From an optimization exercise on the open Yosys and OpenROAD flow, aimed at small area, a short achievable clock period and few clock cycles per item; shortcuts taken in it are not production practice.
The RTL was checked by simulation tests, not by an equivalence proof against the original design.
Power is estimated from default activity; no workload was simulated.

==> design.v <==
package ia_pkg;
    localparam int tile_size         = 8;    
    localparam int tile_log2         = 3;    
    localparam int data_width        = 16;   
    localparam int bus_width         = 32;                           
    localparam int bytes_per_beat    = 4;
    localparam int beats_per_row_max = tile_size / bytes_per_beat;   
    localparam int reg_width         = 16;   
    localparam int len_width         = 3;    
    typedef enum logic [1:0] {
        IDLE = 2'b00,
        INIT = 2'b11,   
        LOAD = 2'b01,
        SEND = 2'b10
    } loader_state_e;
    typedef enum logic {
        WRITE = 1'b0,
        READ  = 1'b1
    } icb_op_e;
endpackage
module ia_pfx_add #(
    parameter int W = 16
) (
    input  logic [W-1:0] a,
    input  logic [W-1:0] b,
    output logic [W-1:0] s
);
    logic [W-1:0] g, p;
    always_comb begin
        g = a & b;
        p = a ^ b;
        for (int d = 1; d < W; d = d * 2)
            for (int i = W - 1; i >= d; i--) begin
                g[i] = g[i] | (p[i] & g[i-d]);
                p[i] = p[i] & p[i-d];
            end
    end
    assign s = a ^ b ^ {g[W-2:0], 1'b0};
endmodule
module ia_loader_top (
    input  logic                                          clk,
    input  logic                                          rst_n,
    input  logic                                          init_cfg,
    input  logic [ia_pkg::reg_width-1:0]                  k,
    input  logic [ia_pkg::reg_width-1:0]                  n,
    input  logic [ia_pkg::reg_width-1:0]                  m,
    input  logic [ia_pkg::reg_width-1:0]                  lhs_base,
    input  logic [ia_pkg::reg_width-1:0]                  lhs_row_stride_b,
    input  logic signed [ia_pkg::reg_width-1:0]           lhs_zp,
    input  logic                                          send_ia_trigger,
    output logic                                          icb_cmd_valid,
    input  logic                                          icb_cmd_ready,
    output logic                                          icb_cmd_read,
    output logic [ia_pkg::reg_width-1:0]                  icb_cmd_addr,
    output logic [ia_pkg::len_width-1:0]                  icb_cmd_len,
    input  logic                                          icb_rsp_valid,
    output logic                                          icb_rsp_ready,
    input  logic [ia_pkg::bus_width-1:0]                  icb_rsp_rdata,
    output logic [ia_pkg::tile_size*ia_pkg::data_width-1:0] ia_out,
    output logic                                          ia_row_valid,
    output logic                                          ia_is_init_data,
    output logic                                          ia_calc_done,
    output logic                                          ia_sending_done,
    output logic                                          ia_data_valid
);
    function automatic logic [7:0] rot1(input logic [7:0] x);
        rot1 = {x[6:0], x[7]};
    endfunction
    logic [12:0] n_hi, m_hi;      
    logic        n_lo_z, m_lo_z;  
    logic        k_lo_z;          
    logic [2:0]  k_lo_m1;         
    logic        n_lo_two;        
    logic        ct1, lt1;        
    logic [15:0] stride;
    logic [15:0] zp;
    logic [2:0]  base_lo;         
    logic        w_act;           
    logic [12:0] c_rem, l_rem, r_rem;
    logic [12:0] tile_hi, row_hi;  
    logic [2:0]  c_left;          
    logic        w_first, w_lc, w_ll, w_lr;   
    logic        c_v;             
    logic        cmd_len0;
    logic        r_v, r_done;
    logic [7:0]  r_lastoh;        
    logic [7:0]  r_mask;          
    logic        r_two, r_first, r_lc;
    logic [7:0]  wr_oh;
    logic        wr_beat;
    logic        s_v;             
    logic [7:0]  rd_oh;           
    logic [7:0]  s_lastoh;
    logic        s_first, s_lc;
    logic [7:0]  occ;             
    logic [63:0] rowreg;          
    logic [7:0]  rowc4;           
    logic        rr_v;            
    logic        rr_first, rr_lc, rr_last;   
    logic        idle;            
    logic [63:0] store [8];
    wire [2:0] w_rows_m1  = w_lr ? k_lo_m1 : 3'd7;
    wire       w_two      = !w_lc || n_lo_two;
    wire       more_rows  = (c_left != 3'd0);
    wire       more_tiles = !(w_lc && w_ll && w_lr);
    wire       adv        = !icb_cmd_valid || icb_cmd_ready;
    wire       init       = init_cfg && idle;
    wire acc       = icb_rsp_valid && icb_rsp_ready;
    wire r_lbeat   = !r_two || wr_beat;
    wire r_lrow    = |(wr_oh & r_lastoh);
    wire tile_in   = r_v && (r_done || (acc && r_lbeat && r_lrow));
    wire trig_acc  = ia_data_valid && send_ia_trigger;
    wire show      = rr_v && (!ia_data_valid || send_ia_trigger);   
    wire rd        = s_v && (!rr_v || show);                         
    wire s_last    = |(rd_oh & s_lastoh);
    wire handoff   = tile_in && (!s_v || (rd && s_last));
    wire r_take    = c_v && (!r_v || handoff);
    wire       s_v_n     = handoff || (s_v && !(rd && s_last));
    wire [7:0] rd_oh_n   = handoff ? 8'd1 : rd ? rot1(rd_oh) : rd_oh;
    wire [7:0] occ_n     = handoff ? r_mask : (occ & ~({8{rd}} & rd_oh));
    wire       rr_v_n    = rd || (rr_v && !show);
    wire       dv_n      = rd ? rd_oh[0] : (ia_data_valid && !trig_acc);
    wire       r_v_n     = r_take || (r_v && !handoff);
    wire       r_done_n  = r_v && tile_in && !handoff;
    wire [7:0] wr_oh_n   = handoff ? 8'd1 : (acc && r_lbeat) ? rot1(wr_oh) : wr_oh;
    wire       wr_beat_n = handoff ? 1'b0 : acc ? (r_two && !wr_beat) : wr_beat;
    logic [3:0] rdy_c;
    for (genvar i = 0; i < 4; i++) begin : g_rdy
        wire       x_acc      = (i % 2 == 1) && icb_rsp_ready;
        wire       x_trig     = (i / 2 == 1);
        wire       x_tile_in  = r_v && (r_done || (x_acc && r_lbeat && r_lrow));
        wire       x_show     = rr_v && (!ia_data_valid || x_trig);
        wire       x_rd       = s_v && (!rr_v || x_show);
        wire       x_handoff  = x_tile_in && (!s_v || (x_rd && s_last));
        wire       x_r_take   = c_v && (!r_v || x_handoff);
        wire [7:0] x_rd_oh_n  = x_handoff ? 8'd1 : x_rd ? rot1(rd_oh) : rd_oh;
        wire [7:0] x_occ_n    = x_handoff ? r_mask : (occ & ~({8{x_rd}} & rd_oh));
        wire       x_rr_v_n   = x_rd || (rr_v && !x_show);
        wire       x_dv_n     = x_rd ? rd_oh[0] : (ia_data_valid && !x_trig);
        wire       x_r_v_n    = x_r_take || (r_v && !x_handoff);
        wire       x_r_done_n = r_v && x_tile_in && !x_handoff;
        wire [7:0] x_wr_oh_n  = x_handoff ? 8'd1 : (x_acc && r_lbeat) ? rot1(wr_oh) : wr_oh;
        wire       x_free_n   = !(|(x_occ_n & x_wr_oh_n)) ||
                                ((|(x_wr_oh_n & x_rd_oh_n)) && (!x_rr_v_n || !x_dv_n));
        assign rdy_c[i] = x_r_v_n && !x_r_done_n && x_free_n;
    end
    wire       rdy_n     = rdy_c[{send_ia_trigger, icb_rsp_valid}];
    wire in_lc = (n[15:3] == {12'd0, n[2:0] == 3'd0});
    wire in_ll = (m[15:3] == {12'd0, m[2:0] == 3'd0});
    wire in_lr = (k[15:3] == {12'd0, k[2:0] == 3'd0});
    always_ff @(posedge clk) begin
        if (init) begin
            n_hi     <= n[15:3];
            m_hi     <= m[15:3];
            n_lo_z   <= (n[2:0] == 3'd0);
            m_lo_z   <= (m[2:0] == 3'd0);
            k_lo_z   <= (k[2:0] == 3'd0);
            k_lo_m1  <= k[2:0] - 3'd1;
            n_lo_two <= (n[2:0] == 3'd0) || (n[2:0] > 3'd4);
            ct1      <= in_lc;
            lt1      <= in_ll;
            stride   <= lhs_row_stride_b;
            zp       <= lhs_zp;
            base_lo  <= lhs_base[2:0];
        end
    end
    wire [15:0] addr_row;         
    logic [12:0] tile_inc;        
    logic [12:0] row_next;        
    wire  [12:0] tile_inc_c, row_next_c;
    wire [12:0] c_dec, l_dec, r_dec;
    ia_pfx_add #(16) u_add_row  (.a(icb_cmd_addr), .b(stride),        .s(addr_row));
    ia_pfx_add #(13) u_add_col  (.a(tile_hi),      .b(13'd1),         .s(tile_inc_c));
    ia_pfx_add #(13) u_add_trow (.a(row_hi),       .b(stride[12:0]),  .s(row_next_c));
    always_ff @(posedge clk) begin
        tile_inc <= tile_inc_c;
        row_next <= row_next_c;
    end
    ia_pfx_add #(13) u_dec_c    (.a(c_rem),        .b(13'h1fff),      .s(c_dec));
    ia_pfx_add #(13) u_dec_l    (.a(l_rem),        .b(13'h1fff),      .s(l_dec));
    ia_pfx_add #(13) u_dec_r    (.a(r_rem),        .b(13'h1fff),      .s(r_dec));
    logic [12:0] c_rem_nt, l_rem_nt, r_rem_nt;
    logic [12:0] row_hi_nt, tile_hi_nt;
    logic        first_nt, lc_nt, ll_nt, lr_nt;
    always_comb begin
        c_rem_nt   = c_rem;
        l_rem_nt   = l_rem;
        r_rem_nt   = r_rem;
        row_hi_nt  = row_hi;
        tile_hi_nt = tile_hi;
        first_nt   = 1'b1;
        lc_nt      = ct1;
        ll_nt      = w_ll;
        lr_nt      = w_lr;
        if (!w_lc) begin
            c_rem_nt   = c_dec;
            tile_hi_nt = tile_inc;
            first_nt   = 1'b0;
            lc_nt      = (c_rem[12:2] == 11'd0) && (c_rem[1:0] == (n_lo_z ? 2'd2 : 2'd1));
        end else if (!w_ll) begin
            c_rem_nt   = n_hi;
            l_rem_nt   = l_dec;
            tile_hi_nt = row_hi;
            ll_nt      = (l_rem[12:2] == 11'd0) && (l_rem[1:0] == (m_lo_z ? 2'd2 : 2'd1));
        end else begin
            c_rem_nt   = n_hi;
            l_rem_nt   = m_hi;
            r_rem_nt   = r_dec;
            row_hi_nt  = row_next;
            tile_hi_nt = row_next;
            ll_nt      = lt1;
            lr_nt      = (r_rem[12:2] == 11'd0) && (r_rem[1:0] == (k_lo_z ? 2'd2 : 2'd1));
        end
    end
    wire load_row  = w_act && adv && more_rows;
    wire load_tile = w_act && adv && !more_rows && more_tiles && !c_v;
    always_ff @(posedge clk) begin
        if (init) begin
            c_rem        <= n[15:3];
            l_rem        <= m[15:3];
            r_rem        <= k[15:3];
            tile_hi      <= lhs_base[15:3];
            row_hi       <= lhs_base[15:3];
            icb_cmd_addr <= lhs_base;
            c_left       <= in_lr ? k[2:0] - 3'd1 : 3'd7;
            w_first      <= 1'b1;
            w_lc         <= in_lc;
            w_ll         <= in_ll;
            w_lr         <= in_lr;
        end else if (load_row) begin
            icb_cmd_addr <= addr_row;
            c_left       <= c_left - 3'd1;
        end else if (load_tile) begin
            c_rem        <= c_rem_nt;
            l_rem        <= l_rem_nt;
            r_rem        <= r_rem_nt;
            tile_hi      <= tile_hi_nt;
            row_hi       <= row_hi_nt;
            icb_cmd_addr <= {tile_hi_nt, base_lo};
            c_left       <= lr_nt ? k_lo_m1 : 3'd7;
            w_first      <= first_nt;
            w_lc         <= lc_nt;
            w_ll         <= ll_nt;
            w_lr         <= lr_nt;
        end
    end
    always_ff @(posedge clk or negedge rst_n) begin
        if (!rst_n) begin
            w_act         <= 1'b0;
            icb_cmd_valid <= 1'b0;
            cmd_len0      <= 1'b0;
            c_v           <= 1'b0;
        end else if (init) begin
            w_act         <= 1'b1;
            icb_cmd_valid <= 1'b1;
            cmd_len0      <= (n[15:3] != 13'd0) || (n[2:0] > 3'd4);
            c_v           <= 1'b1;
        end else begin
            if (load_tile) begin
                icb_cmd_valid <= 1'b1;
                cmd_len0      <= !lc_nt || n_lo_two;
                c_v           <= 1'b1;
            end else begin
                if (load_row)
                    icb_cmd_valid <= 1'b1;
                else if (adv)
                    icb_cmd_valid <= 1'b0;
                if (r_take)
                    c_v <= 1'b0;
            end
            if (w_act && adv && !more_rows && !more_tiles)
                w_act <= 1'b0;
        end
    end
    assign icb_cmd_len  = {2'b00, cmd_len0};
    assign icb_cmd_read = 1'b1;
    always_ff @(posedge clk or negedge rst_n) begin
        if (!rst_n) begin
            r_v             <= 1'b0;
            r_done          <= 1'b0;
            wr_oh           <= 8'd1;
            wr_beat         <= 1'b0;
            icb_rsp_ready   <= 1'b0;
            s_v             <= 1'b0;
            rd_oh           <= 8'd1;
            occ             <= 8'd0;
            rr_v            <= 1'b0;
            ia_data_valid   <= 1'b0;
            ia_row_valid    <= 1'b0;
            ia_is_init_data <= 1'b0;
            ia_calc_done    <= 1'b0;
            ia_sending_done <= 1'b0;
            idle            <= 1'b1;
        end else begin
            r_v             <= r_v_n;
            r_done          <= r_done_n;
            wr_oh           <= wr_oh_n;
            wr_beat         <= wr_beat_n;
            icb_rsp_ready   <= rdy_n;
            s_v             <= s_v_n;
            rd_oh           <= rd_oh_n;
            occ             <= occ_n;
            rr_v            <= rr_v_n;
            ia_data_valid   <= dv_n;
            ia_row_valid    <= show;
            ia_is_init_data <= show && rr_first;
            ia_calc_done    <= show && rr_lc;
            ia_sending_done <= show && rr_last;
            idle            <= !(init || (w_act && !(adv && !more_rows && !more_tiles)) ||
                                 (icb_cmd_valid && !adv) || (c_v && !r_take) || load_tile ||
                                 r_v_n || s_v_n || rr_v_n);
        end
    end
    always_ff @(posedge clk) begin
        if (r_take) begin
            for (int r = 0; r < 8; r++) begin
                r_lastoh[r] <= (w_rows_m1 == 3'(r));
                r_mask[r]   <= (w_rows_m1 >= 3'(r));
            end
            r_two     <= w_two;
            r_first   <= w_first;
            r_lc      <= w_lc;
        end
        if (handoff) begin
            s_lastoh  <= r_lastoh;
            s_first   <= r_first;
            s_lc      <= r_lc;
        end
    end
    for (genvar r = 0; r < 8; r++) begin : g_row
        for (genvar b = 0; b < 2; b++) begin : g_beat
            always_ff @(posedge clk) begin
                if (acc && wr_oh[r] && wr_beat == 1'(b))
                    store[r][32*b +: 32] <= icb_rsp_rdata;
            end
        end
    end
    logic [63:0] rd_mux;
    always_comb begin
        rd_mux = '0;
        for (int r = 0; r < 8; r++)
            rd_mux = rd_mux | ({64{rd_oh[r]}} & store[r]);
    end
    logic [7:0] rd_c4;
    always_comb begin
        for (int c = 0; c < 8; c++) begin
            logic [3:0] bb, gg, pp;
            bb = rd_mux[8*c +: 4];
            gg = bb & zp[3:0];
            pp = bb | zp[3:0];
            rd_c4[c] = gg[3] | (pp[3] & gg[2]) | (pp[3] & pp[2] & gg[1]) |
                       (pp[3] & pp[2] & pp[1] & gg[0]);
        end
    end
    always_ff @(posedge clk) begin
        if (rd) begin
            rowreg   <= rd_mux;
            rowc4    <= rd_c4;
            rr_first <= s_first;
            rr_lc    <= s_lc;
            rr_last  <= s_last;
        end
    end
    wire [7:0]  zp_hi   = zp[15:8];
    wire        zp_max  = (zp_hi == 8'h7f);
    wire        zp_min  = (zp_hi == 8'h80);
    wire [7:0]  hi_up   = zp_max ? zp_hi : zp_hi + 8'd1;
    wire [7:0]  hi_dn   = zp_min ? zp_hi : zp_hi - 8'd1;
    for (genvar c = 0; c < 8; c++) begin : g_cvt
        wire [7:0] b  = rowreg[8*c +: 8];
        wire [7:0] z  = zp[7:0];
        wire [7:0] g  = b & z;
        wire [7:0] p  = b | z;
        wire       c4 = rowc4[c];
        wire [8:1] cy;
        assign cy[1] = g[0];
        assign cy[2] = g[1] | (p[1] & g[0]);
        assign cy[3] = g[2] | (p[2] & g[1]) | (p[2] & p[1] & g[0]);
        assign cy[4] = c4;
        assign cy[5] = g[4] | (p[4] & c4);
        assign cy[6] = g[5] | (p[5] & g[4]) | (p[5] & p[4] & c4);
        assign cy[7] = g[6] | (p[6] & g[5]) | (p[6] & p[5] & g[4]) | (p[6] & p[5] & p[4] & c4);
        assign cy[8] = g[7] | (p[7] & g[6]) | (p[7] & p[6] & g[5]) | (p[7] & p[6] & p[5] & g[4]) |
                       (p[7] & p[6] & p[5] & p[4] & c4);
        wire       c8 = cy[8];
        wire [7:0] s  = b ^ z ^ {cy[7:1], 1'b0};
        wire [7:0] hi_c1 = b[7] ? zp_hi : hi_up;
        wire [7:0] hi_c0 = b[7] ? hi_dn : zp_hi;
        wire [7:0] lo_c1 = s | {8{!b[7] && zp_max}};
        wire [7:0] lo_c0 = s & ~{8{b[7] && zp_min}};
        always_ff @(posedge clk) ia_out[16*c +: 16] <= c8 ? {hi_c1, lo_c1} : {hi_c0, lo_c0};
    end
endmodule
==> run.sh <==
#!/bin/bash
# synth_recipe.tcl (not shown) runs the flow's synth.tcl, then flattens the netlist and writes it again
# the make line also repeats each setting of config.mk as NAME=value (left out here)
make -C /OpenROAD-flow-scripts/flow DESIGN_CONFIG=/design/flow/config.mk WORK_HOME=/design/flow/orfs CLKGATE_MAP_FILE= SYNTH_SCRIPT=/design/flow/synth_recipe.tcl finish
==> config.mk <==
export PLATFORM = sky130hd
export DESIGN_NAME = ia_loader_top
export DESIGN_NICKNAME = ia_loader_top
export VERILOG_FILES = /design/flow/design.v
export SDC_FILE = /design/flow/constraint.sdc
export NUM_CORES = 4
export LEC_CHECK = 0
export ABC_CLOCK_PERIOD_IN_PS = 2500
export CAP_MARGIN = 20
export CORE_MARGIN = 2
export CORE_UTILIZATION = 60
export SETUP_SLACK_MARGIN = 3.0
export SLEW_MARGIN = 20
==> constraint.sdc <==
create_clock -name core_clock -period 5.5 [get_ports {clk}]
set_input_delay 1.1000 -clock core_clock [delete_from_list [all_inputs] [get_ports {clk}]]
set_output_delay 1.1000 -clock core_clock [all_outputs]
set_load 0.01 [all_outputs]
==> impl_metrics.json, run 1 <==
{
  "cts_sinks": 967,
  "clk_pin_slew_worst_paths_ns": 0.06,
  "via_count": 28800,
  "rsz0062_at_grt": "true",
  "ir_drop_v": 0.000309,
  "ys.flop_type": "edfxtp_1",
  "drv_cap": 0,
  "yosysWarningCount": 4,
  "met3_usage_pct": 5.16,
  "synth_area_per_cell_sq_um": 12.8,
  "crit_required_ns": 5.89,
  "finalHoldViolations": 0,
  "io_pins": 289,
  "hp-class": "reg2reg",
  "drt_iter0_drc": 3188,
  "setup_violations": 0,
  "fin_crit_sh_pct": 47.6,
  "synth_async_sr_flop_share_pct": 4.14,
  "cts_root_buf": "clkbuf_16",
  "fillCellCount": 4519,
  "coreArea_sq_um": 68600,
  "dpl_cell_area_sq_um": 45200,
  "die-area_sq_um": 71300,
  "slew_violations": 0,
  "grt_pass1_wl_mm": 167,
  "grt_pass1_vias": 27700,
  "grt_max_degree": 105,
  "fin_nets": 3882,
  "fin_total_pwr_mw": 16.2,
  "arrival_ns": 3.01,
  "synth_top_area_cell": "edfxtp_1",
  "die_x_um": 267,
  "antenna_left": 0,
  "status": "no timing/DRC/antenna violations",
  "synth.distinct_cells": 88,
  "synth_cells": 3230,
  "finalSetupTns_ns": 0,
  "syn_area_sq_um": 41500,
  "clkLatencyLatePin_ns": 0.66,
  "leakagePower_nw": 18.0,
  "synth_top_area_share_pct": 55.9,
  "rows": 96,
  "p_per_area_nw_per_um2": 322,
  "place_hpwl_mm": 67.8,
  "tritoncts": "built",
  "cp-end-kind": "flop",
  "drive_above_1_share_pct": 14.9,
  "cts_made_buffers": 96,
  "synth-edff-count": 772,
  "routed_via_density": 6.27,
  "fin_area_sq_um": 50400,
  "drt-pass1-iter-count": 6,
  "start_util_pct": 60.5,
  "overflow": 0,
  "grt-busiest-layer": "met2",
  "gr-usage-all-layers_pct": 31.1,
  "synth_most_common_cell": "edfxtp_1",
  "crit_fanout": 3,
  "antenna_found_initial": 6,
  "gp_congestion": 0.908,
  "portBuffers": 285,
  "wl_mm": 114,
  "routedWlPerCell_um": 24.8,
  "area_growth_pct": 21.4,
  "met2_usage_pct": 51.5,
  "timing.slew.headroom_pct": 33.0,
  "synth_seq_area_share_pct": 65.8,
  "die_h_um": 267,
  "worst_slew_pin_slew_ns": 1.00,
  "grt.met1_usage_pct": 42.4,
  "synth.area.top_cells": "edfxtp_1, dfxtp_1, a22oi_1",
  "min_period_ns": 2.62,
  "startpoint_type": "flop",
  "clock_path_buffers": 3,
  "synth_seq_cells": 967,
  "drcViolationCount": 0,
  "synth_common_cells": "edfxtp_1, a22oi_1, nand2_1",
  "path_class": "reg2reg",
  "fin_skew_ns": 0.0248,
  "cts_htree_levels": 3,
  "fmax_mhz": 382
}
what timing repair did:
action	4_1_cts	5_1_grt
resized for setup	288	86
gates cloned	10	6
setup buffers	64	62
pin swaps	26	38
endpoints found under the setup margin	1030	381
hold endpoints to repair	0	0
hold buffers	0	0
critical path, stage by stage, from the launching register on:
cell      delay (ns)
edfxtp_1        0.44
buf_6           0.15
ha_4            0.22
a211oi_4        0.24
or3_1           0.17
nand2_2         0.09
o41ai_4         0.37
o21ai_2         0.13
a31oi_1         0.23
mux2i_1         0.23
nand3_1         0.09
registers in the layout, summed over array words and instances, names as in the netlist, 13 cells and up:
name / cells
c_rem: 13
ia_out: 128
icb_cmd_addr: 16
l_rem: 13
m_hi: 13
n_hi: 13
r_rem: 13
row_hi: 13
row_next: 13
rowreg: 64
store: 512
stride: 16
tile_hi: 13
tile_inc: 13
zp: 16
metal layers:
| metal | wire length [um] | vias up |
|---|---|---|
| met4 | 3280 | 6 |
| met2 | 55900 | 1478 |
| met1 | 44600 | 14300 |
| li1 | - | 12900 |
| met5 | 44 | - |
| met3 | 10100 | 205 |
where the power goes:
group,internal [mW],switching (mW),total [mW]
registers,8.05,0.109,8.16
logic,0.676,0.784,1.46
clock network,3.76,2.82,6.59
layout by cell type (no fill, tap or decap), types with 52 or more instances in the layout:
master	netlist	layout
a21oi_1	174	151
a22oi_1	272	254
a31oi_1	53	52
buf_4	6	118
clkbuf_16	0	99
clkdlybuf4s50_1	0	131
dfxtp_1	155	155
dlygate4sd2_1	0	143
edfxtp_1	772	772
ha_1	143	128
inv_1	119	112
nand2_1	231	225
nand3_1	66	64
nand4_1	73	73
nor2_1	187	180
nor3_1	86	69
o21ai_0	176	158
xnor2_1	92	87
path summary, 6_finish.rpt:
path	start	endpoint	slack [ns]	cells past startpoint
max in group asynchronous	rst_n	rd_oh[1]$_DFFE_PN0P_	4.22	1
worst min register to register	s_lc$_DFFE_PP_	rr_lc$_DFFE_PN_	0.43	0
worst max register to register	icb_cmd_addr[1]$_DFFE_PP_	icb_cmd_addr[15]$_DFFE_PP_	2.88	10
worst min-delay path	s_lc$_DFFE_PP_	rr_lc$_DFFE_PN_	0.43	0
min in group asynchronous	rst_n	c_v$_DFFE_PN0P_	0.59	1
worst max-delay path	icb_cmd_addr[1]$_DFFE_PP_	icb_cmd_addr[15]$_DFFE_PP_	2.88	10
final cells by class:
| class | instances | area, sq um | area share [%] |
|---|---|---|---|
| clock inverters | 55 | 602 | 1.19 |
| repair inverters | 6 | 42.5 | 0.0844 |
| repair buffers | 444 | 4340 | 8.61 |
| inverters | 121 | 487 | 0.966 |
| well taps | 931 | 1160 | 2.31 |
| flip-flops and latches | 967 | 27300 | 54.2 |
| diodes | 2 | 5.00 | 0.00993 |
| multi-input cells | 1951 | 13900 | 27.5 |
| clock buffers | 122 | 2540 | 5.04 |
logic make-up (layout without fill, tap and decap cells):
group	Yosys count	count (layout)	share of synthesized area, %
flip-flops	967	967	65.8
buffers and inverters	316	748	3.22
other	2	5	0.0181
adder cells (fa/ha/maj)	177	177	5.57
AND/OR/NAND/NOR	791	792	9.16
multiplexers	33	33	0.823
AO/OA/AOI/OAI	816	818	12.7
XOR/XNOR	128	128	2.72
per-stage QoR:
| step | instances | worst slack [ns] | utilization [%] | hold slack, ns |
|---|---|---|---|---|
| floorplan | 3231 | 2.88 | - | 0.400 |
| global placement | 4278 | 1.55 | 66.0 | 0.424 |
| detailed placement | 4278 | 1.47 | 66.0 | 0.405 |
| CTS | 4529 | 2.79 | 72.1 | 0.439 |
| global route | 4598 | 2.78 | 73.4 | 0.452 |
| finish | 4599 | 2.88 | 73.4 | 0.434 |
Testbench counts, summed over its fixed seeds: cycles 40,413, tiles 2,306.
==> run 2, diff against run 1 <==
--- a/config.mk
+++ b/config.mk
@@ -5,6 +5,7 @@
 export SDC_FILE = /design/flow/constraint.sdc
 export NUM_CORES = 4
 export LEC_CHECK = 0
+export ABC_AREA = 1
 export ABC_CLOCK_PERIOD_IN_PS = 2500
 export CAP_MARGIN = 20
 export CORE_MARGIN = 2
==> impl_metrics.json, run 2 <==
{
  "hold_start": "r_first$_DFFE_PP_",
  "tritoncts": "built",
  "timing.slew.headroom_pct": 31.9,
  "grt_pass1_wl_mm": 175,
  "overflow": 0,
  "area_growth_pct": 18.9,
  "drive_above_1_share_pct": 12.3,
  "dpl_cell_area_sq_um": 46300,
  "synth.distinct_cells": 65,
  "drt_iter0_drc": 3335,
  "fmax_mhz": 392,
  "dpl_worst_slack_ns": 1.69,
  "synth_top_area_share_pct": 54.6,
  "fillCellCount": 4865,
  "synth_seq_area_share_pct": 64.3,
  "portBuffers": 285,
  "min_period_ns": 2.55,
  "drcViolationCount": 0,
  "startpoint": "icb_cmd_addr[1]$_DFFE_PP_",
  "hp-class": "reg2reg",
  "coreArea_sq_um": 70000,
  "startpoint_type": "flop",
  "synth_cells": 3655,
  "io_pins": 289,
  "pwr-share-seq_pct": 40.4,
  "layout_commonest_cell": "edfxtp_1",
  "antenna_left": 0,
  "cts_htree_levels": 3,
  "slew_violations": 0,
  "rows": 97,
  "switchingPower_mw": 9.94,
  "swShare_pct": 37.3,
  "power_frac_clock_pct": 24.1,
  "arrival_ns": 1.45,
  "clock_path_buffers": 3,
  "grt_pass1_vias": 29400,
  "start_util_pct": 60.6,
  "worst_slew_pin_slew_ns": 1.02,
  "drt-pass1-iter-count": 6,
  "wl_mm": 119,
  "crit_required_ns": 4.40,
  "worstReg2RegStart": "icb_cmd_addr[1]$_DFFE_PP_",
  "clkLatencyLatePin_ns": 0.68,
  "regArea_sq_um": 27300,
  "grt_max_degree": 78,
  "synth-edff-count": 772,
  "crit_fanout": 2,
  "fin_crit_sh_pct": 46.3,
  "path_class": "reg2out",
  "gr-usage-all-layers_pct": 31.7,
  "fin_area_sq_um": 50500,
  "top_register": "store",
  "antenna_found_initial": 9,
  "multi_input_area_sq_um": 13800,
  "rsz0062_at_grt": "true",
  "combPwrFrac_pct": 35.6,
  "largest_reg_flops": 512,
  "synth_async_sr_flop_share_pct": 4.14,
  "p_int_mw": 16.7,
  "die_x_um": 270,
  "cp-end-kind": "output pin",
  "fin_skew_ns": 0.0430,
  "routedWlPerCell_um": 23.6,
  "drv_cap": 0,
  "clk_pin_slew_worst_paths_ns": 0.06,
  "syn_area_sq_um": 42400,
  "via_count": 30500,
  "synth.area.top_cells": "edfxtp_1, dfxtp_1, nand2_1",
  "fin_total_pwr_mw": 26.6,
  "setup_violations": 0,
  "die_h_um": 270,
  "synth_top_area_cell": "edfxtp_1",
  "synth_most_common_cell": "edfxtp_1",
  "finalHoldViolations": 0,
  "place_hpwl_mm": 76.4,
  "largestRegisters": "store (512), ia_out (128), rowreg (64)",
  "p_per_area_nw_per_um2": 528,
  "final_cell_mix": "edfxtp_1, nand2_1, inv_1, a21oi_1, o21ai_0",
  "cts_root_buf": "clkbuf_16",
  "finalSetupTns_ns": 0,
  "yosysWarningCount": 4,
  "setup_ws_ns": 2.95,
  "cts_made_buffers": 96,
  "ir_drop_v": 0.000479,
  "status": "no timing/DRC/antenna violations",
  "fin_nets": 4320,
  "synth_seq_cells": 967,
  "die-area_sq_um": 72900,
  "synth_area_per_cell_sq_um": 11.6,
  "synth_common_cells": "edfxtp_1, nand2_1, inv_1",
  "ys.flop_type": "edfxtp_1",
  "leakagePower_nw": 19.3,
  "cts_sinks": 967,
  "routed_via_density": 6.04,
  "gp_congestion": 0.971
}
run 2: cell count changes in the layout (fill, tap and decap cells not counted), moves of 68 or more:
cell / before / now
a22oi_1: 254 / 18
a21oi_1: 151 / 221
inv_1: 112 / 259
nand2_1: 225 / 701
a221oi_1: 3 / 79
nand3_1: 64 / 132
run 2: power by group through the flow:
stage	clock (mW)	combinational, mW	sequential [mW]
6_report	6.41	9.47	10.8
5_1_grt	6.76	10.2	10.8
4_1_cts	6.46	8.83	10.9
3_5_place_dp	0	8.82	11.1
3_3_place_gp	0	8.58	11.1
2_1_floorplan	0	5.43	10.6
run 2: layout make-up:
type,count,share of cell area [%]
clock inverters,44,0.863
repair buffers,413,7.48
clock buffers,129,5.28
flip-flops and latches,967,54.2
multi-input cells,2239,27.4
repair inverters,10,0.0992
inverters,298,2.41
diodes,3,0.0149
well taps,940,2.33
run 2: worst paths after layout:
path	end	slack [ns]	cells after the start
max in group asynchronous	s_v$_DFF_PN0_	4.11	1
worst min register to register	s_first$_DFFE_PP_	0.42	0
worst min-delay path	s_first$_DFFE_PP_	0.42	0
worst max-delay path	icb_cmd_addr[1]	2.95	2
worst max register to register	icb_cmd_addr[7]$_DFFE_PP_	2.99	10
min in group asynchronous	wr_beat$_DFFE_PN0P_	0.59	1
run 2: kinds of logic (layout without fill, tap and decap cells):
| logic type | after synthesis | count (layout) | share of synthesized area [%] |
|---|---|---|---|
| other | 2 | 6 | 0.0177 |
| adder cells (fa/ha/maj) | 161 | 161 | 5.06 |
| AO/OA/AOI/OAI | 748 | 748 | 11.2 |
| buffers and inverters | 452 | 894 | 4.52 |
| AND/OR/NAND/NOR | 1206 | 1208 | 12.4 |
| flip-flops | 967 | 967 | 64.3 |
| multiplexers | 12 | 12 | 0.283 |
| XOR/XNOR | 107 | 107 | 2.23 |
run 2: routing by layer:
layer,part of all wire (%),track usage (%),vias to the layer above
met2,49,53.7,1541
met3,8.1,4.77,285
met4,4.2,12.6,14
li1,-,-,13700
met5,0.077,0,-
met1,38,41.3,14900
run 2: metrics by stage:
| stage | hold WS [ns] | std cells | utilization, % |
|---|---|---|---|
| 2_1_floorplan | 0.400 | 3656 | - |
| 3_3_place_gp | 0.404 | 4765 | 66.1 |
| 3_5_place_dp | 0.405 | 4765 | 66.1 |
| 4_1_cts | 0.407 | 4979 | 71.0 |
| 5_1_grt | 0.418 | 5041 | 72.1 |
| 6_report | 0.420 | 5043 | 72.1 |
run 2: what timing repair did:
action	in CTS	in global routing
gates resized for setup	256	72
gates cloned	4	8
hold buffers	0	0
endpoints found under the setup margin	846	223
pin swaps	9	20
buffers inserted	37	53
run 2: worst max-delay path: stages (launching register included):
cell and delay [ns]:
edfxtp_1 0.48, buf_6 0.17, buf_6 0.11
==> run 3, diff against run 2 <==
--- a/design.v
+++ b/design.v
@@ -362,10 +362,14 @@
         end
     end
     wire [7:0]  zp_hi   = zp[15:8];
-    wire        zp_max  = (zp_hi == 8'h7f);
-    wire        zp_min  = (zp_hi == 8'h80);
-    wire [7:0]  hi_up   = zp_max ? zp_hi : zp_hi + 8'd1;
-    wire [7:0]  hi_dn   = zp_min ? zp_hi : zp_hi - 8'd1;
+    logic       zp_max, zp_min;
+    logic [7:0] hi_up, hi_dn;    
+    always_ff @(posedge clk) begin
+        zp_max <= (zp_hi == 8'h7f);
+        zp_min <= (zp_hi == 8'h80);
+        hi_up  <= (zp_hi == 8'h7f) ? zp_hi : zp_hi + 8'd1;
+        hi_dn  <= (zp_hi == 8'h80) ? zp_hi : zp_hi - 8'd1;
+    end
     for (genvar c = 0; c < 8; c++) begin : g_cvt
         wire [7:0] b  = rowreg[8*c +: 8];
         wire [7:0] z  = zp[7:0];
--- a/config.mk
+++ b/config.mk
@@ -5,8 +5,7 @@
 export SDC_FILE = /design/flow/constraint.sdc
 export NUM_CORES = 4
 export LEC_CHECK = 0
-export ABC_AREA = 1
-export ABC_CLOCK_PERIOD_IN_PS = 2500
+export ABC_CLOCK_PERIOD_IN_PS = 1800
 export CAP_MARGIN = 20
 export CORE_MARGIN = 2
 export CORE_UTILIZATION = 60
==> impl_metrics.json, run 3 <==
{
  "area_growth_pct": 20.7,
  "crit_fanout": 3,
  "synth-edff-count": 772,
  "cp-end-kind": "flop",
  "drv_cap": 0,
  "synth_seq_area_share_pct": 66.6,
  "rsz0062_at_grt": "true",
  "synth_top_area_cell": "edfxtp_1",
  "routed_via_density": 6.27,
  "die-area_sq_um": 71300,
  "synth_most_common_cell": "edfxtp_1",
  "synth_seq_cells": 985,
  "cts_made_buffers": 97,
  "slew_violations": 0,
  "leakagePower_nw": 17.8,
  "dpl_cell_area_sq_um": 45200,
  "startpoint_type": "flop",
  "fin_area_sq_um": 50100,
  "dpl_worst_slack_ns": 1.83,
  "coreArea_sq_um": 68500,
  "setup_violations": 0,
  "drt-pass1-iter-count": 6,
  "finalSetupTns_ns": 0,
  "layout.cells.non_filler": 4480,
  "syn_area_sq_um": 41500,
  "routedWlPerCell_um": 24.8,
  "die_x_um": 267,
  "finalHoldViolations": 0,
  "layout_commonest_cell": "edfxtp_1",
  "rows": 96,
  "synth.distinct_cells": 95,
  "wl_mm": 111,
  "gr-usage-all-layers_pct": 30.2,
  "fmax_mhz": 370,
  "clkLatencyLatePin_ns": 0.67,
  "portBuffers": 285,
  "synth_cells": 3164,
  "cts_root_buf": "clkbuf_16",
  "grt_pass1_vias": 27100,
  "min_period_ns": 2.71,
  "antenna_left": 0,
  "largestRegisters": "store (512), ia_out (128), rowreg (64)",
  "drt_iter0_drc": 3052,
  "arrival_ns": 3.06,
  "synth_area_per_cell_sq_um": 13.1,
  "fin_total_pwr_mw": 15.2,
  "worstPathCellList": "ha_2 -> inv_2 -> fa_2 -> and2b_1 -> o31a_4 -> o21ai_4 -> o21ai_4 -> o311a_1 -> nor2_2 -> or4b_4 -> a41oi_2",
  "cts_sinks": 985,
  "place_inst": 4187,
  "fin_nets": 3807,
  "drcViolationCount": 0,
  "fin_crit_sh_pct": 49.2,
  "p_per_area_nw_per_um2": 303,
  "via_count": 28100,
  "synth_top_area_share_pct": 55.9,
  "cp_common_cell": "o21ai_4",
  "drive_above_1_share_pct": 14.1,
  "top_register": "store",
  "crit_buf_inv": 1,
  "yosysWarningCount": 4,
  "die_h_um": 267,
  "fillCellCount": 4502,
  "ir_drop_v": 0.000245,
  "largest_reg_flops": 512,
  "crit_required_ns": 5.85,
  "setup_ws_ns": 2.79,
  "io_pins": 289,
  "antenna_found_initial": 10,
  "status": "no timing/DRC/antenna violations",
  "worst_slew_pin_slew_ns": 1.03,
  "hp-class": "reg2reg",
  "grt_max_degree": 114,
  "crit_family": "compound AO/OA/AOI/OAI gates",
  "synth_async_sr_flop_share_pct": 4.06,
  "timing.slew.headroom_pct": 31.5,
  "tritoncts": "built",
  "gp_congestion": 0.909,
  "synth_common_cells": "edfxtp_1, a22oi_1, a21oi_1",
  "cts_htree_levels": 3,
  "fin_skew_ns": 0.0298,
  "max_stage_delay_ns": 0.41,
  "synth.area.top_cells": "edfxtp_1, dfxtp_1, a22oi_1",
  "path_class": "reg2reg",
  "ys.flop_type": "edfxtp_1",
  "grt_pass1_wl_mm": 162,
  "cts_hold_buf": 0,
  "final_cell_mix": "edfxtp_1, a22oi_1, a21oi_1, nand2_1, dfxtp_1",
  "clk_pin_slew_worst_paths_ns": 0.06,
  "overflow": 0,
  "slowest_stage": "edfxtp_1",
  "clock_path_buffers": 3,
  "place_hpwl_mm": 66.7,
  "start_util_pct": 60.6
}
## run 3: cell count changes after synthesis, moves of 28 or more
cell and delta:
nand2_1 -508, o21ai_0 -79, o22ai_1 +41, nand4_1 +30
a221oi_1 -77, a22o_1 -39, xnor2_1 +45, nand3_1 -90
inv_1 -149, clkbuf_1 +28, a22oi_1 +254
## run 3: what timing repair did
item,in CTS,in global routing
gates resized for setup,249,78
pin swaps,21,46
cloned,4,9
endpoints found under the setup margin,982,514
buffers inserted,49,45
## run 3: routing by layer
layer	wire, um	track usage, %
met4	3300	10.8
met1	44400	40.9
met3	9570	5.27
met2	53700	49.4
met5	88	0
## run 3: cells by family after synthesis
family / after synthesis / synth area share, %
adders and majority gates: 178 / 5.62
and+or+nand+nor: 682 / 7.88
AOI/OAI and AO/OA: 836 / 13.0
buffers and inverters: 309 / 3.05
muxes: 48 / 1.19
DFF: 985 / 66.6
xor gates and xnor gates: 124 / 2.62
other: 2 / 0.0181
## run 3: final timing paths
| path | endpoint | cells after the start | slack, ns | startpoint |
|---|---|---|---|---|
| hold reg to reg | rr_first$_DFFE_PN_ | 0 | 0.43 | s_first$_DFFE_PP_ |
| max in group asynchronous | rd_oh[6]$_DFFE_PN0P_ | 1 | 4.23 | rst_n |
| setup / recovery | icb_cmd_addr[14]$_DFFE_PP_ | 11 | 2.79 | stride[0]$_DFFE_PP_ |
| setup reg to reg | icb_cmd_addr[14]$_DFFE_PP_ | 11 | 2.79 | stride[0]$_DFFE_PP_ |
| hold / removal | rr_first$_DFFE_PN_ | 0 | 0.43 | s_first$_DFFE_PP_ |
| min in group asynchronous | ia_calc_done$_DFF_PN0_ | 1 | 0.57 | rst_n |
## run 3: cell type report
class | count | area, sq um | area share, %
timing repair buffer | 408 | 4050 | 8.09
clock inverter | 55 | 515 | 1.03
timing repair inverter | 1 | 7.51 | 0.0150
multi-input combinational | 1878 | 13400 | 26.7
inverter | 140 | 567 | 1.13
clock buffer | 127 | 2760 | 5.51
antenna | 4 | 10.0 | 0.0200
sequential | 985 | 27700 | 55.3
tap | 882 | 1100 | 2.20
## run 3: where the power goes
part	switching, mW	internal [mW]	total (mW)
registers	0.0195	8.02	8.04
logic	0.235	0.177	0.412
clock network	2.86	3.85	6.71
total	3.11	12.0	15.2
## run 3: per-stage QoR
stage / util, % / hold WS (ns)
2_1_floorplan: - / 0.400
3_3_place_gp: 66.0 / 0.410
3_5_place_dp: 66.1 / 0.419
4_1_cts: 72.0 / 0.427
5_1_grt: 73.2 / 0.436
6_report: 73.2 / 0.428
Testbench counts of run 3, summed over its fixed seeds: cycles 40,413, tiles 2,306.
==> run 4, diff against run 3 <==
--- a/design.v
+++ b/design.v
@@ -37,6 +37,23 @@
     end
     assign s = a ^ b ^ {g[W-2:0], 1'b0};
 endmodule
+module ia_csel_add #(
+    parameter int W = 16
+) (
+    input  logic [W-1:0] a,
+    input  logic [W-1:0] b,
+    output logic [W-1:0] s
+);
+    localparam int L = W / 2;
+    localparam int H = W - L;
+    logic [L:0]   lo;     
+    logic [H-1:0] hi0, hi1;
+    logic         lo_unused;
+    ia_pfx_add #(L + 1) u_lo  (.a({1'b0, a[L-1:0]}), .b({1'b0, b[L-1:0]}), .s(lo));
+    ia_pfx_add #(H)     u_hi0 (.a(a[W-1:L]),          .b(b[W-1:L]),          .s(hi0));
+    ia_pfx_add #(H + 1) u_hi1 (.a({a[W-1:L], 1'b1}),  .b({b[W-1:L], 1'b1}),  .s({hi1, lo_unused}));
+    assign s = {lo[L] ? hi1 : hi0, lo[L-1:0]};
+endmodule
 module ia_loader_top (
     input  logic                                          clk,
     input  logic                                          rst_n,
@@ -79,6 +96,7 @@
     logic [12:0] c_rem, l_rem, r_rem;
     logic [12:0] tile_hi, row_hi;  
     logic [2:0]  c_left;          
+    logic        w_nv;            
     logic        w_first, w_lc, w_ll, w_lr;   
     logic        c_v;             
     logic        cmd_len0;
@@ -169,7 +187,7 @@
     logic [12:0] row_next;        
     wire  [12:0] tile_inc_c, row_next_c;
     wire [12:0] c_dec, l_dec, r_dec;
-    ia_pfx_add #(16) u_add_row  (.a(icb_cmd_addr), .b(stride),        .s(addr_row));
+    ia_csel_add #(16) u_add_row (.a(icb_cmd_addr), .b(stride),        .s(addr_row));
     ia_pfx_add #(13) u_add_col  (.a(tile_hi),      .b(13'd1),         .s(tile_inc_c));
     ia_pfx_add #(13) u_add_trow (.a(row_hi),       .b(stride[12:0]),  .s(row_next_c));
     always_ff @(posedge clk) begin
@@ -212,8 +230,13 @@
             lr_nt      = (r_rem[12:2] == 11'd0) && (r_rem[1:0] == (k_lo_z ? 2'd2 : 2'd1));
         end
     end
-    wire load_row  = w_act && adv && more_rows;
-    wire load_tile = w_act && adv && !more_rows && more_tiles && !c_v;
+    wire w_adv      = w_act && !w_nv && !c_v && more_tiles;
+    wire w_done     = w_act && !w_nv && !more_tiles;
+    wire load_row   = adv && icb_cmd_valid && more_rows;
+    wire load_first = adv && !(icb_cmd_valid && more_rows) && w_nv;
+    wire w_act_n    = init || (w_act && !w_done);
+    wire cmd_vld_n  = init || load_row || load_first || (icb_cmd_valid && !adv);
+    wire c_v_n      = init || w_adv || (c_v && !r_take);
     always_ff @(posedge clk) begin
         if (init) begin
             c_rem        <= n[15:3];
@@ -221,55 +244,53 @@
             r_rem        <= k[15:3];
             tile_hi      <= lhs_base[15:3];
             row_hi       <= lhs_base[15:3];
-            icb_cmd_addr <= lhs_base;
-            c_left       <= in_lr ? k[2:0] - 3'd1 : 3'd7;
             w_first      <= 1'b1;
             w_lc         <= in_lc;
             w_ll         <= in_ll;
             w_lr         <= in_lr;
-        end else if (load_row) begin
-            icb_cmd_addr <= addr_row;
-            c_left       <= c_left - 3'd1;
-        end else if (load_tile) begin
+        end else if (w_adv) begin
             c_rem        <= c_rem_nt;
             l_rem        <= l_rem_nt;
             r_rem        <= r_rem_nt;
             tile_hi      <= tile_hi_nt;
             row_hi       <= row_hi_nt;
-            icb_cmd_addr <= {tile_hi_nt, base_lo};
-            c_left       <= lr_nt ? k_lo_m1 : 3'd7;
             w_first      <= first_nt;
             w_lc         <= lc_nt;
             w_ll         <= ll_nt;
             w_lr         <= lr_nt;
         end
     end
+    always_ff @(posedge clk) begin
+        if (init) begin
+            icb_cmd_addr <= lhs_base;
+            c_left       <= in_lr ? k[2:0] - 3'd1 : 3'd7;
+        end else if (load_row) begin
+            icb_cmd_addr <= addr_row;
+            c_left       <= c_left - 3'd1;
+        end else if (load_first) begin
+            icb_cmd_addr <= {tile_hi, base_lo};
+            c_left       <= w_rows_m1;
+        end
+    end
     always_ff @(posedge clk or negedge rst_n) begin
         if (!rst_n) begin
             w_act         <= 1'b0;
+            w_nv          <= 1'b0;
             icb_cmd_valid <= 1'b0;
             cmd_len0      <= 1'b0;
             c_v           <= 1'b0;
-        end else if (init) begin
-            w_act         <= 1'b1;
-            icb_cmd_valid <= 1'b1;
-            cmd_len0      <= (n[15:3] != 13'd0) || (n[2:0] > 3'd4);
-            c_v           <= 1'b1;
         end else begin
-            if (load_tile) begin
-                icb_cmd_valid <= 1'b1;
-                cmd_len0      <= !lc_nt || n_lo_two;
-                c_v           <= 1'b1;
-            end else begin
-                if (load_row)
-                    icb_cmd_valid <= 1'b1;
-                else if (adv)
-                    icb_cmd_valid <= 1'b0;
-                if (r_take)
-                    c_v <= 1'b0;
-            end
-            if (w_act && adv && !more_rows && !more_tiles)
-                w_act <= 1'b0;
+            w_act         <= w_act_n;
+            icb_cmd_valid <= cmd_vld_n;
+            c_v           <= c_v_n;
+            if (init || load_first)
+                w_nv <= 1'b0;
+            else if (w_adv)
+                w_nv <= 1'b1;
+            if (init)
+                cmd_len0 <= (n[15:3] != 13'd0) || (n[2:0] > 3'd4);
+            else if (load_first)
+                cmd_len0 <= w_two;
         end
     end
     assign icb_cmd_len  = {2'b00, cmd_len0};
@@ -306,9 +327,7 @@
             ia_is_init_data <= show && rr_first;
             ia_calc_done    <= show && rr_lc;
             ia_sending_done <= show && rr_last;
-            idle            <= !(init || (w_act && !(adv && !more_rows && !more_tiles)) ||
-                                 (icb_cmd_valid && !adv) || (c_v && !r_take) || load_tile ||
-                                 r_v_n || s_v_n || rr_v_n);
+            idle            <= !(w_act_n || cmd_vld_n || c_v_n || r_v_n || s_v_n || rr_v_n);
         end
     end
     always_ff @(posedge clk) begin
--- a/config.mk
+++ b/config.mk
@@ -5,7 +5,7 @@
 export SDC_FILE = /design/flow/constraint.sdc
 export NUM_CORES = 4
 export LEC_CHECK = 0
-export ABC_CLOCK_PERIOD_IN_PS = 1800
+export ABC_CLOCK_PERIOD_IN_PS = 2500
 export CAP_MARGIN = 20
 export CORE_MARGIN = 2
 export CORE_UTILIZATION = 60
==> impl_metrics.json, run 4 <==
{
  "synth.area.top_cells": "edfxtp_1, dfxtp_1, a22oi_1",
  "hp-class": "reg2reg",
  "yosysWarningCount": 5,
  "synth_area_per_cell_sq_um": 13.1,
  "start_util_pct": 60.4,
  "final_cell_mix": "edfxtp_1, a22oi_1, a21oi_1, nand2_1, dfxtp_1",
  "grt_pass1_wl_mm": 169,
  "cts_htree_levels": 3,
  "clkLatencyLatePin_ns": 0.66,
  "grt_max_degree": 116,
  "largestRegisters": "store (512), ia_out (128), rowreg (64)",
  "place_hpwl_mm": 67.0,
  "worst-r2r-setup-slack_ns": 2.79,
  "slowest_stage": "edfxtp_1",
  "drt-pass1-iter-count": 7,
  "die_x_um": 266,
  "synth_top_area_share_pct": 56.2,
  "drt_iter0_drc": 3122,
  "met3_usage_pct": 5.43,
  "drive_above_1_share_pct": 14.9,
  "cts_root_buf": "clkbuf_16",
  "ir_drop_v": 0.000223,
  "via_count": 28300,
  "fin_nets": 3859,
  "routed_via_density": 6.25,
  "synth_async_sr_flop_share_pct": 4.16,
  "worst_slew_pin_slew_ns": 1.12,
  "drv_cap": 0,
  "cts_hold_buf": 0,
  "synth_most_common_cell": "edfxtp_1",
  "antenna_left": 0,
  "synth_top_area_cell": "edfxtp_1",
  "crit_family": "simple AND/OR/NAND/NOR gates",
  "crit_buf_inv": 0,
  "fin_area_sq_um": 50500,
  "antenna_found_initial": 8,
  "dpl_cell_area_sq_um": 45200,
  "coreArea_sq_um": 68300,
  "synth_cells": 3161,
  "tritoncts": "built",
  "max_stage_delay_ns": 0.47,
  "ys.flop_type": "edfxtp_1",
  "grt.met1_usage_pct": 43.5,
  "startpoint_type": "flop",
  "grt-busiest-layer": "met2",
  "syn_area_sq_um": 41300,
  "crit_required_ns": 5.91,
  "finalSetupTns_ns": 0,
  "gr-usage-all-layers_pct": 31.9,
  "clk_pin_slew_worst_paths_ns": 0.06,
  "io_pins": 289,
  "portBuffers": 285,
  "largest_reg_flops": 512,
  "drcViolationCount": 0,
  "overflow": 0,
  "worstPathCellList": "ha_4 -> a21o_1 -> or4_4 -> o32ai_4 -> o31ai_4 -> nand2_2 -> a31oi_2 -> or4_1 -> and3_1",
  "synth_seq_area_share_pct": 67.0,
  "die_h_um": 266,
  "layout_commonest_cell": "edfxtp_1",
  "leakagePower_nw": 18.2,
  "fin_crit_sh_pct": 49.2,
  "crit_fanout": 4,
  "area_growth_pct": 22.4,
  "met2_usage_pct": 51.6,
  "setup_violations": 0,
  "die-area_sq_um": 70900,
  "synth-edff-count": 772,
  "rows": 96,
  "timing.slew.headroom_pct": 25.6,
  "clock_path_buffers": 3,
  "cts_made_buffers": 97,
  "synth_seq_cells": 986,
  "top_register": "store",
  "fmax_mhz": 369,
  "routedWlPerCell_um": 25.6,
  "synth_common_cells": "edfxtp_1, a22oi_1, a21oi_1",
  "cp-end-kind": "flop",
  "fin_skew_ns": 0.0277,
  "rsz0062_at_grt": "true",
  "cts_sinks": 986,
  "finalHoldViolations": 0,
  "grt_pass1_vias": 27500,
  "status": "no timing/DRC/antenna violations",
  "min_period_ns": 2.71,
  "slew_violations": 0,
  "synth.distinct_cells": 76,
  "p_per_area_nw_per_um2": 290,
  "arrival_ns": 3.11,
  "path_class": "reg2reg",
  "wl_mm": 116,
  "gp_congestion": 0.902
}
## run 4: where the power goes
part           internal (mW)  total, mW  switching (mW)
clock                   3.60       6.38            2.77
sequential              8.01       8.01         0.00680
combinational          0.122      0.279           0.157
total                   11.7       14.7            2.94
## run 4: area by class of cell
type                       count  area, sq um
sequential                   986        27700
fill                        4499        17800
multi-input combinational   1874        13500
timing repair buffer         450         4560
clock buffer                 132         2640
tap                          882         1100
inverter                     152          601
clock inverter                45          389
antenna                        4         10.0
timing repair inverter         1         7.51
## run 4: final timing paths
path | start | to | depth (start not counted)
setup / recovery | stride[5]$_DFFE_PP_ | icb_cmd_addr[15]$_DFFE_PP_ | 9
hold / removal | s_first$_DFFE_PP_ | rr_first$_DFFE_PP_ | 0
setup reg to reg | stride[5]$_DFFE_PP_ | icb_cmd_addr[15]$_DFFE_PP_ | 9
hold reg to reg | s_first$_DFFE_PP_ | rr_first$_DFFE_PP_ | 0
max in group asynchronous | rst_n | rd_oh[7]$_DFFE_PN0P_ | 1
min in group asynchronous | rst_n | c_v$_DFF_PN0_ | 1
## run 4: cell families (layout without fill, tap and decap cells)
family | count (synthesis) | after routing | share of synthesized area, %
mux | 43 | 43 | 1.08
buf+inv | 317 | 780 | 2.98
other cells | 2 | 7 | 0.0182
flops | 986 | 986 | 67.0
simple gates | 669 | 683 | 7.64
fa+ha+maj | 179 | 179 | 5.66
xor+xnor | 128 | 128 | 2.72
compound gates | 837 | 838 | 12.9
## run 4: worst reg2reg max path, stage by stage, from the launching register on
cell and delay, ns:
edfxtp_1 0.47, ha_4 0.30, a21o_1 0.21, or4_4 0.44, o32ai_4 0.16, o31ai_4 0.09
nand2_2 0.11, a31oi_2 0.10, or4_1 0.41, and3_1 0.17
## run 4: routing by layer
layer / wire, um / up-vias
li1: - / 12700
met1: 44700 / 13900
met2: 55600 / 1482
met3: 11100 / 290
met4: 4390 / 4
met5: 23 / -
## run 4: repair_timing
item,CTS,global route
endpoints found under the setup margin,1062,602
resized for setup,307,129
cloned,21,3
pin swaps,41,58
setup buffers,87,44
## run 4: metrics by stage
stage	std cells	hold slack (ns)	util [%]	setup WS (ns)	total power, mW
2_1_floorplan	3162	0.400	-	2.92	8.23
6_report	4526	0.440	73.9	2.79	14.7
5_1_grt	4525	0.436	73.9	2.70	15.0
4_1_cts	4475	0.430	72.6	2.75	14.7
3_5_place_dp	4190	0.408	66.1	1.67	8.42
3_3_place_gp	4190	0.414	66.1	1.72	8.41
Testbench counts of run 4, summed over its fixed seeds: cycles 40,453, tiles 2,306.
==> run 5, diff against run 4 <==
--- a/config.mk
+++ b/config.mk
@@ -5,6 +5,7 @@
 export SDC_FILE = /design/flow/constraint.sdc
 export NUM_CORES = 4
 export LEC_CHECK = 0
+export ABC_AREA = 1
 export ABC_CLOCK_PERIOD_IN_PS = 2500
 export CAP_MARGIN = 20
 export CORE_MARGIN = 2
==> impl_metrics.json, run 5 <==
{
  "status": "no timing/DRC/antenna violations",
  "worstReg2RegStart": "icb_cmd_addr[0]$_DFFE_PP_",
  "arrival_ns": 1.42,
  "p_per_area_nw_per_um2": 566,
  "slowest_stage": "edfxtp_1",
  "die_x_um": 270,
  "coreArea_sq_um": 70100,
  "synth.distinct_cells": 66,
  "largest_reg_flops": 512,
  "layout_commonest_cell": "nand2_1",
  "drive_above_1_share_pct": 10.2,
  "startpoint": "icb_cmd_addr[4]$_DFFE_PP_",
  "via_count": 30600,
  "cts_made_buffers": 99,
  "crit_fanout": 2,
  "ir_drop_v": 0.000328,
  "antenna_found_initial": 4,
  "crit_required_ns": 4.40,
  "max_stage_delay_ns": 0.39,
  "cts_hold_buf": 0,
  "synth.area.top_cells": "edfxtp_1, dfxtp_1, nand2_1",
  "hp-class": "reg2reg",
  "fin_nets": 4358,
  "synth-edff-count": 772,
  "rows": 97,
  "drv_cap": 0,
  "synth_async_sr_flop_share_pct": 4.16,
  "drt_iter0_drc": 3560,
  "overflow": 0,
  "fin_skew_ns": 0.0229,
  "die_h_um": 270,
  "largestRegisters": "store (512), ia_out (128), rowreg (64)",
  "synth_area_per_cell_sq_um": 11.4,
  "path_class": "reg2out",
  "gp_congestion": 0.951,
  "start_util_pct": 60.7,
  "worst_slew_pin_slew_ns": 1.00,
  "cp-end-kind": "output pin",
  "clock_path_buffers": 3,
  "io_pins": 289,
  "timing.slew.headroom_pct": 33.3,
  "wl_mm": 119,
  "portBuffers": 285,
  "fillCellCount": 4842,
  "finalHoldViolations": 0,
  "fin_crit_sh_pct": 45.8,
  "finalSetupTns_ns": 0,
  "grt_pass1_vias": 29100,
  "synth_seq_area_share_pct": 65.0,
  "clk_pin_slew_worst_paths_ns": 0.06,
  "grt_pass1_wl_mm": 177,
  "syn_area_sq_um": 42600,
  "yosysWarningCount": 5,
  "rsz0062_at_grt": "true",
  "startpoint_type": "flop",
  "hold_start": "s_first$_DFFE_PP_",
  "synth_common_cells": "nand2_1, edfxtp_1, o21ai_0",
  "final_cell_mix": "nand2_1, edfxtp_1, o21ai_0, inv_1, nor2_1",
  "tritoncts": "built",
  "grt_max_degree": 75,
  "cts_htree_levels": 3,
  "leakagePower_nw": 19.5,
  "gr-usage-all-layers_pct": 32.0,
  "drcViolationCount": 0,
  "routedWlPerCell_um": 23.5,
  "min_period_ns": 2.52,
  "area_growth_pct": 19.2,
  "synth_top_area_cell": "edfxtp_1",
  "place_hpwl_mm": 75.7,
  "ys.flop_type": "edfxtp_1",
  "antenna_left": 0,
  "synth_cells": 3726,
  "drt-pass1-iter-count": 6,
  "routed_via_density": 6.02,
  "cts_sinks": 986,
  "setup_violations": 0,
  "fmax_mhz": 397,
  "synth_top_area_share_pct": 54.4,
  "slew_violations": 0,
  "synth_seq_cells": 986,
  "top_register": "store",
  "worstPathCellList": "buf_4 -> clkdlybuf4s15_1",
  "synth_most_common_cell": "nand2_1",
  "fin_hold_ws_ns": 0.422,
  "clkLatencyLatePin_ns": 0.66,
  "cts_root_buf": "clkbuf_16",
  "die-area_sq_um": 73100
}
run 5: through the flow:
stage / power [mW] / area, sq um / utilization, % / setup slack (ns) / std cells
6_report: 28.7 / 50700 / 72.3 / 2.98 / 5088
5_1_grt: 30.0 / 50700 / 72.3 / 2.92 / 5088
4_1_cts: 28.1 / 50100 / 71.4 / 3.00 / 5045
3_5_place_dp: 21.4 / 46400 / 66.1 / 1.87 / 4823
3_3_place_gp: 21.2 / 46400 / 66.1 / 1.93 / 4823
2_1_floorplan: 16.9 / 42900 / - / 2.03 / 3727
run 5: cells by family after synthesis:
group                    share of synthesized area [%]
AND/OR/NAND/NOR                                   13.1
flip-flops                                        65.0
AO/OA/AOI/OAI                                     10.5
buffers and inverters                             4.23
adder cells (fa/ha/maj)                           5.11
XOR/XNOR                                          2.00
other                                           0.0176
run 5: power breakdown:
group          internal, mW  leakage (nW)  switching [mW]
clock network          3.95          1.62            2.83
registers              10.1          9.01            1.25
logic                  3.77          8.83            6.84
run 5: final cells by class:
cell class                      instances  area (sq um)  share of cell area, %
Clock buffer                          136          2760                   5.44
Timing Repair inverter                  2          15.0                 0.0296
Multi-Input combinational cell       2297         13600                   26.8
Antenna cell                            2          5.00                0.00986
Timing Repair Buffer                  394          3780                   7.45
Inverter                              281          1110                   2.19
Tap cell                              940          1180                   2.32
Clock inverter                         50           549                   1.08
Sequential cell                       986         27700                   54.6
run 5: critical path, delay by kind of cell (launching register included):
family	cells	cell delay [ns]
flip-flops	1	0.39
buffers and inverters	2	0.38
run 5: timing repair:
| item | in CTS | in global routing |
|---|---|---|
| setup buffers | 33 | 38 |
| pin swaps | 13 | 26 |
| resized for setup | 256 | 65 |
| hold endpoints to repair | 0 | 0 |
| endpoints found under the setup margin | 1003 | 424 |
| cloned | 3 | 2 |
run 5: routing by layer:
layer  wire [um]  global-route usage, %
met5           0                      0
met4        5250                   13.0
met3        9780                   4.25
met2       57200                   52.1
met1       47100                   43.8
run 5: final timing paths:
| path | to | slack [ns] | depth (start not counted) |
|---|---|---|---|
| setup / recovery | icb_cmd_addr[4] | 2.98 | 2 |
| hold / removal | rr_first$_DFFE_PP_ | 0.42 | 0 |
| setup reg to reg | icb_cmd_addr[15]$_DFFE_PP_ | 3.02 | 14 |
| hold reg to reg | rr_first$_DFFE_PP_ | 0.42 | 0 |
| max in group asynchronous | rd_oh[5]$_DFFE_PN0P_ | 4.15 | 1 |
| min in group asynchronous | occ[0]$_DFF_PN0_ | 0.60 | 1 |
==> run 6, diff against run 5 <==
--- a/config.mk
+++ b/config.mk
@@ -10,5 +10,5 @@
 export CAP_MARGIN = 20
 export CORE_MARGIN = 2
 export CORE_UTILIZATION = 60
-export SETUP_SLACK_MARGIN = 3.0
+export SETUP_SLACK_MARGIN = 3.25
 export SLEW_MARGIN = 20
==> impl_metrics.json, run 6 <==
{
  "synth_most_common_cell": "nand2_1",
  "portBuffers": 285,
  "antenna_left": 0,
  "layout_commonest_cell": "edfxtp_1",
  "startpoint_type": "flop",
  "synth_async_sr_flop_share_pct": 4.16,
  "cts_made_buffers": 99,
  "drv_cap": 0,
  "fillCellCount": 4491,
  "dpl_worst_slack_ns": 1.63,
  "fin_skew_ns": 0.0399,
  "gp_congestion": 0.936,
  "cts_root_buf": "clkbuf_16",
  "hold_depth": 0,
  "setup_violations": 0,
  "start_util_pct": 60.7,
  "p_per_area_nw_per_um2": 591,
  "routed_via_density": 6.14,
  "synth_cells": 3726,
  "area_growth_pct": 26.3,
  "fin_area_sq_um": 53800,
  "drive_above_1_share_pct": 23.7,
  "rsz0062_at_grt": "true",
  "post-route-util_pct": 76.6,
  "largestRegisters": "store (512), ia_out (128), rowreg (64)",
  "cts_hold_buf": 0,
  "worstPathCellList": "clkinvlp_4 -> buf_6 -> ha_1 -> inv_1 -> a221oi_2 -> nor2_1 -> nor2_2 -> o21bai_4 -> nor2_4 -> buf_4 -> a21oi_2",
  "overflow": 0,
  "routedWlPerCell_um": 25.4,
  "gr-usage-all-layers_pct": 34.3,
  "slowest_stage": "edfxtp_1",
  "multi_input_area_sq_um": 15000,
  "fmax_mhz": 405,
  "status": "no timing/DRC/antenna violations",
  "via_count": 32500,
  "worst_slew_pin_slew_ns": 1.01,
  "worst_r2r_path_depth": 11,
  "clk_pin_slew_worst_paths_ns": 0.06,
  "synth_common_cells": "nand2_1, edfxtp_1, o21ai_0",
  "hp-class": "reg2reg",
  "io_pins": 289,
  "place_inst": 4837,
  "r2r_end": "ia_out[2]$_DFF_P_",
  "coreArea_sq_um": 70100,
  "rows": 97,
  "slew_violations": 0,
  "layout.cells.non_filler": 5293,
  "grt_pass1_wl_mm": 188,
  "drt_iter0_drc": 4093,
  "synth_seq_cells": 986,
  "cp-end-kind": "flop",
  "fin_crit_sh_pct": 44.9,
  "ir_drop_v": 0.000356,
  "grt_pass1_vias": 30600,
  "drt-pass1-iter-count": 6,
  "drcViolationCount": 0,
  "regArea_sq_um": 27800,
  "largest_reg_flops": 512,
  "finalSetupTns_ns": 0,
  "synth_area_per_cell_sq_um": 11.4,
  "synth_top_area_share_pct": 54.4,
  "min_period_ns": 2.47,
  "cts_htree_levels": 3,
  "worstReg2RegStart": "zp[5]$_DFFE_PP_",
  "die_h_um": 270,
  "whs_endpoint": "rr_lc$_DFFE_PP_",
  "antenna_found_initial": 5,
  "die-area_sq_um": 73100,
  "synth_top_area_cell": "edfxtp_1",
  "cts_sinks": 986,
  "path_class": "reg2reg",
  "clkLatencyLatePin_ns": 0.67,
  "crit_required_ns": 6.05,
  "leakagePower_nw": 20.8,
  "finalHoldViolations": 0,
  "worst-r2r-setup-slack_ns": 3.03,
  "synth-edff-count": 772,
  "timing.slew.headroom_pct": 32.8,
  "synth.distinct_cells": 66,
  "setup_ws_ns": 3.03,
  "hold_start": "s_lc$_DFFE_PP_",
  "arrival_ns": 3.02,
  "clock_path_buffers": 3,
  "ys.flop_type": "edfxtp_1",
  "yosysWarningCount": 5,
  "fin_nets": 4567,
  "synth_seq_area_share_pct": 65.0,
  "grt_max_degree": 59,
  "place_hpwl_mm": 80.3,
  "synth.area.top_cells": "edfxtp_1, dfxtp_1, nand2_1",
  "syn_area_sq_um": 42600,
  "final_cell_mix": "edfxtp_1, nand2_1, inv_1, buf_4, o21ai_0",
  "die_x_um": 270,
  "crit_fanout": 5,
  "top_register": "store",
  "dpl_cell_area_sq_um": 46700,
  "tritoncts": "built",
  "wl_mm": 134,
  "max_stage_delay_ns": 0.50
}
run 6: area by class of cell:
| cell class | instances | area share, % |
|---|---|---|
| clock buffers | 122 | 4.82 |
| well taps | 940 | 2.19 |
| repair inverters | 5 | 0.0559 |
| inverters | 281 | 2.16 |
| repair buffers | 594 | 10.3 |
| multi-input cells | 2303 | 27.8 |
| clock inverters | 56 | 0.989 |
| flip-flops and latches | 986 | 51.7 |
| diodes | 6 | 0.0279 |
run 6: cells by family after synthesis:
kind of cell	share of synthesized area, %
flip-flops	65.0
other	0.0176
buffers and inverters	4.23
AND/OR/NAND/NOR	13.1
XOR/XNOR	2.00
adder cells (fa/ha/maj)	5.11
AO/OA/AOI/OAI	10.5
run 6: timing repair:
action / CTS / global route
setup buffers: 135 / 112
pin swaps: 67 / 123
resized for setup: 833 / 422
gates cloned: 11 / 14
endpoints found under the setup margin: 1139 / 551
run 6: power by group:
| group | leakage (nW) | switching [mW] | internal [mW] |
|---|---|---|---|
| sequential | 9.01 | 1.07 | 10.1 |
| combinational | 10.2 | 8.52 | 5.52 |
| clock | 1.52 | 2.87 | 3.69 |
run 6: worst max path at each step:
stage	from	endpoint	slack, ns	depth (start not counted)
after floorplan	send_ia_trigger	r_first$_DFFE_PP_	2.03	6
after detailed placement	init_cfg	row_hi[12]$_DFFE_PP_	1.63	5
final	zp[5]$_DFFE_PP_	ia_out[2]$_DFF_P_	3.03	11
after global placement	init_cfg	row_hi[7]$_DFFE_PP_	1.69	5
after CTS	icb_rsp_ready$_DFF_PN0_	icb_rsp_ready	3.07	1
after global routing	stride[0]$_DFFE_PP_	icb_cmd_addr[15]$_DFFE_PP_	2.98	14
run 6: critical path: cells and delay by family (launching register included):
family                   cells  cell delay [ns]
AND/OR/NAND/NOR              3             0.59
flip-flops                   1             0.50
adder cells (fa/ha/maj)      1             0.18
buffers and inverters        4             0.52
AO/OA/AOI/OAI                3             0.54
run 6: through the flow:
step           power [mW]  hold WS, ns
6_report             31.8        0.419
3_3_place_gp         21.4        0.405
2_1_floorplan        17.0        0.400
3_5_place_dp         21.6        0.411
4_1_cts              29.2        0.422
5_1_grt              33.0        0.420
run 6: layer usage:
metal	GRT usage, %	part of all wire (%)	wire [um]	up-vias
li1	-	-	-	14300
met1	47.1	38	51100	15800
met2	54.7	47	63400	2023
met3	6.81	10	14000	372
met4	12.5	4.4	5950	4
met5	0	0.062	83	-

==> static timing again, ports no longer ideal <==
The flow's constraints put no driver on any port. The routed layouts listed below were extracted and timed again, unchanged, in two steps.
Step 1: set_driving_cell puts a clkbuf_16 on clk and a buf_2 on each other input, an assumption about the parent block.
Step 2 moves the port delays by t, midway between the first and last clock arrival at a register: inputs arrive t later, outputs are due t later. That takes back most of the time a late clock gives input paths.
Slacks: ideal ports / drivers / drivers and shift; pairs: ideal ports / drivers.
run	shift t [ns]	slack for setup (ns)	cell pins on the clock port's net
run 1	0.719	2.882 / 2.866 / 2.365	1
run 2	0.734	2.952 / 2.883 / 2.332	1
run 3	0.722	2.794 / 2.794 / 2.158	1
run 4	0.714	2.793 / 2.793 / 2.327	1
run 5	0.721	2.979 / 2.911 / 2.382	1
run 6	0.722	3.031 / 3.016 / 2.493	1
After both steps every run listed still meets setup and hold. For run 3, which loses most, drivers alone change the setup slack by 0.000 ns; drivers and shift together by -0.636 ns.
